This is an optimization exercise on Yosys and OpenROAD, whose aim is small area, not a production implementation.
In this exercise RTL edits were held to simulation tests only and were not proved equivalent to the original.
Power figures rest on the tool's default switching activity, not on a simulated workload.

==> inputs of trial 90 <==
// maze_game_top
module maze_game_top(clock, reset, pixel_tick, player_x, player_y, direction, colour, x_out, y_out, stop, player_reset);
export LEC_CHECK = 0
export CAP_MARGIN = 20
export CELL_PAD_IN_SITES_DETAIL_PLACEMENT = 1
export CELL_PAD_IN_SITES_GLOBAL_PLACEMENT = 2
export CORE_MARGIN = 2
export CORE_UTILIZATION = 30
export CTS_BUF_LIST = sky130_fd_sc_hd__clkbuf_4
export PLACE_DENSITY = 0.45
export SLEW_MARGIN = 20
export SYNTH_MEMORY_MAX_BITS = 8192
create_clock -name core_clock -period 14.0 [get_ports {clock}]
standard.sh (not shown) runs the stock make flow with config.mk's settings and CLKGATE_MAP_FILE= SYNTH_SCRIPT=/design/flow/synth_recipe.tcl, a recipe that flattens the netlist after the stock synthesis.
==> flow/flow/run.sh <==
#!/bin/bash
# Own layout flow: the standard flow (standard.sh) with three changes:
#  - synthesis runs the standard flow's own script (synth_recipe.tcl, so the registers are the
#    standard synthesis's) but ABC maps the logic with an area-oriented script
#    (flow/area.abc) instead of the speed script, and without the delay target;
#  - no full/half-adder extraction before ABC (ADDER_MAP_FILE empty);
#  - the port buffers are the smallest buffer, sky130_fd_sc_hd__buf_1.
# Every tool's output goes to own_flow.log here, and ORFS's own logs to orfs/logs.
set -euo pipefail
W=$(pwd)
cat > "$W/own_synth.tcl" <<EOT
proc abc {args} {
	set i [lsearch -exact \$args -script]
	if {\$i >= 0} {
		set args [lreplace \$args \$i [expr {\$i + 1}] -script {$W/flow/area.abc}]
	}
	set j [lsearch -exact \$args -D]
	if {\$j >= 0} {
		set args [lreplace \$args \$j [expr {\$j + 1}]]
	}
	yosys abc {*}\$args
}
source {$W/synth_recipe.tcl}
EOT
grep -q 'SYNTH_SCRIPT=[^ ]*synth_recipe.tcl' standard.sh
sed -e "s#SYNTH_SCRIPT=[^ ]*synth_recipe.tcl#SYNTH_SCRIPT=$W/own_synth.tcl ADDER_MAP_FILE= 'BUFFER_PORTS_ARGS=-buffer_cell sky130_fd_sc_hd__buf_1'#" standard.sh > own.sh
bash own.sh finish > own_flow.log 2>&1
==> flow/flow/area.abc <==
strash
dch -f
map -a
strash
dch -f
map -a
topo
==> inputs of build 28, as changes to trial 90 <==
==> flow/flow/run.sh (replaced) <==
#!/bin/bash
# Own layout flow: the standard flow (standard.sh) with three changes:
#  - synthesis runs the standard flow's own script (synth_recipe.tcl, so the registers are the
#    standard synthesis's), but ABC maps the logic with each of the area-oriented
#    scripts flow/map*.abc in turn (no delay target) and keeps the smallest result;
#  - no full/half-adder extraction before ABC (ADDER_MAP_FILE empty);
#  - the port buffers are the smallest buffer, sky130_fd_sc_hd__buf_1.
# make's output goes to own_flow.log here, and ORFS's own logs to orfs/logs.
set -euo pipefail
W=$(pwd)
SCRIPTS=$(ls "$W"/flow/map*.abc | tr '\n' ' ')
cat > "$W/own_synth.tcl" <<EOT
proc abc {args} {
	set i [lsearch -exact \$args -script]
	if {\$i >= 0} {
		set args [lreplace \$args \$i [expr {\$i + 1}]]
	}
	set j [lsearch -exact \$args -D]
	if {\$j >= 0} {
		set args [lreplace \$args \$j [expr {\$j + 1}]]
	}
	set k [lsearch -exact \$args -liberty]
	set lib [lindex \$args [expr {\$k + 1}]]
	yosys design -save pre_abc
	set best -1
	foreach script {$SCRIPTS} {
		yosys design -load pre_abc
		yosys abc -script \$script {*}\$args
		set s [yosys tee -q -s result.string stat -liberty \$lib]
		regexp {Chip area for module[^:]*:\s*([0-9.]+)} \$s -> area
		puts "own flow: ABC script \$script gives area \$area"
		if {\$best < 0 || \$area < \$best} {
			set best \$area
			set best_script \$script
		}
	}
	yosys design -load pre_abc
	yosys abc -script \$best_script {*}\$args
	puts "own flow: kept \$best_script, area \$best"
}
source {$W/synth_recipe.tcl}
EOT
grep -q 'SYNTH_SCRIPT=[^ ]*synth_recipe.tcl' standard.sh
sed -e "s#SYNTH_SCRIPT=[^ ]*synth_recipe.tcl#SYNTH_SCRIPT=$W/own_synth.tcl ADDER_MAP_FILE= 'BUFFER_PORTS_ARGS=-buffer_cell sky130_fd_sc_hd__buf_1'#" standard.sh > own.sh
bash own.sh finish > own_flow.log 2>&1
==> flow/flow/map1.abc (new file) <==
strash
dch -f
map -a
topo
==> flow/flow/map2.abc (new file) <==
strash
dch -f
map -a
strash
dch -f
map -a
topo
==> flow/flow/map3.abc (new file) <==
strash
dch -f
map -a
strash
dch -f
map -a
strash
dch -f
map -a
topo
==> flow/flow/map4.abc (new file) <==
strash
&get -n
&dch -f
&nf -R 1000
&put
topo
==> flow/flow/map5.abc (new file) <==
strash
&get -n
&dch -f
&nf -R 1000
&put
strash
dch -f
map -a
topo
==> flow/flow/map6.abc (new file) <==
strash
dch
map -a
topo
==> flow/flow/map7.abc (new file) <==
strash
amap
topo
removed: flow/flow/area.abc
==> qor summary <==
metric	trial 90	build 28
Hold Slack	524 ps	557 ps
Number of nets in the synthesized netlist	343	332
Mean number of vias per cell	5.44	5.47
Share of layout cells above drive strength 1	1.37%	1.69%
Syn_area_per_cell	5.40 um^2	5.48 um^2
Xor and xnor fraction of the mapped netlist area	0%	0.515%
GRT met2 Usage	33.3%	36.2%
Run status	complete, no violations	complete, no violations
Placer Congestion	0.852	0.947
Post-layout instance count excluding filler cells	437	426
Worst setup slack after layout	7340 ps	7310 ps
Static leakage	0.618 nW	0.621 nW
Flop-to-flop setup slack	11160 ps	11350 ps
Maximum number of pins on one net before global-route repair	12	15
Register fraction of the total cell area	14.1%	14.4%
Met3 wire length	287 um	278 um

========
==> sierra: inputs <==
Another version of the RTL of maze_game_top (not shown whole).
clock: 14.0 ns
lec_check: 0
cap_margin: 20
cell_pad_in_sites_detail_placement: 1
cell_pad_in_sites_global_placement: 2
core_margin: 2
core_utilization: 30
cts_buf_list: sky130_fd_sc_hd__clkbuf_4
place_density: 0.45
slew_margin: 20
synth_memory_max_bits: 8192
==> flow/flow/run.sh <==
#!/bin/bash
# Own layout flow: the standard flow (standard.sh) with three changes:
#  - synthesis runs the standard flow's own script (synth_recipe.tcl, so the registers are the
#    standard synthesis's) but ABC maps the logic with an area-oriented script
#    (flow/area.abc) instead of the speed script, and without the delay target;
#  - no full/half-adder extraction before ABC (ADDER_MAP_FILE empty);
#  - the port buffers are the smallest buffer, sky130_fd_sc_hd__buf_1.
# Every tool's output goes to own_flow.log here, and ORFS's own logs to orfs/logs.
set -euo pipefail
W=$(pwd)
cat > "$W/own_synth.tcl" <<EOT
proc abc {args} {
	set i [lsearch -exact \$args -script]
	if {\$i >= 0} {
		set args [lreplace \$args \$i [expr {\$i + 1}] -script {$W/flow/area.abc}]
	}
	set j [lsearch -exact \$args -D]
	if {\$j >= 0} {
		set args [lreplace \$args \$j [expr {\$j + 1}]]
	}
	yosys abc {*}\$args
}
source {$W/synth_recipe.tcl}
EOT
grep -q 'SYNTH_SCRIPT=[^ ]*synth_recipe.tcl' standard.sh
sed -e "s#SYNTH_SCRIPT=[^ ]*synth_recipe.tcl#SYNTH_SCRIPT=$W/own_synth.tcl ADDER_MAP_FILE= 'BUFFER_PORTS_ARGS=-buffer_cell sky130_fd_sc_hd__buf_1'#" standard.sh > own.sh
bash own.sh finish > own_flow.log 2>&1
==> flow/flow/area.abc <==
strash
dch -f
map -a
strash
dch -f
map -a
topo
==> inputs of yarrow, as changes to sierra <==
CTS_CLUSTER_DIAMETER = 500   (was unset)
CTS_CLUSTER_SIZE = 30   (was unset)
==> run summary <==
Non-clock buffer count is the same in sierra and yarrow. In die area, sierra and yarrow do not differ. Final cell count is the same in sierra and yarrow. Utilization is the same in yarrow and sierra. Cell area is the same in sierra and yarrow. Register-to-register slack is about the same in sierra and yarrow.
==> figures <==
	sierra	yarrow
Vias in the first global route	2324	2324
Total I/O pin count	45	45
Net switching fraction of the power	44.48%	44.48%
Global router's overall resource usage	23.38%	23.38%
Power attributed to combinational cells	0.0477 mW	0.0477 mW
Post-detailed-route DRC marker count	0	0
Simple-gate share of the synthesized area	29.08%	29.08%
Worst r2r path cells	11	11
Leading cell type by number of instances after synthesis	sky130_fd_sc_hd__nor2_1	sky130_fd_sc_hd__nor2_1
Final setup skew	0.01413 ns	0.01413 ns
Status	complete, no violations	complete, no violations
Hold EP	cnt_reg_8$_DFF_P_	cnt_reg_8$_DFF_P_
Yosys synthesis warning count	1	1

## what the ideal ports hide
How much do the figures lean on ideal ports? The routed layouts below were timed once more, with nothing changed but the port constraints. Step 1 assumes that a clkbuf_16 drives the clock port and a buf_2 every other input. Step 2 adds t to the input delays and takes it off the output delays; t is the mean of the earliest and latest rising clock arrival at the registers after step 1. Input paths then give back, and output paths get back, about the clock's delay inside the block. Three values: no drivers, after step 1, after step 2; two values: the first two.
run | shift t [ns] | setup slack, ns | worst setup path at the end | worst slew at a driven data input, ns | cell pins on the clock port's net
trial 90 | 0.310 | 7.340 / 7.318 / 7.318 | input to output | 0.03 | 1
build 28 | 0.311 | 7.315 / 7.290 / 7.290 | input to output | 0.04 | 1
sierra | 0.316 | 7.431 / 7.410 / 7.410 | input to output | 0.03 | 1
yarrow | 0.316 | 7.431 / 7.410 / 7.410 | input to output | 0.03 | 1
After both steps setup and hold are still met in every run listed. For build 28, which loses most, drivers alone change the setup slack by -0.025 ns; drivers and shift together by -0.025 ns.
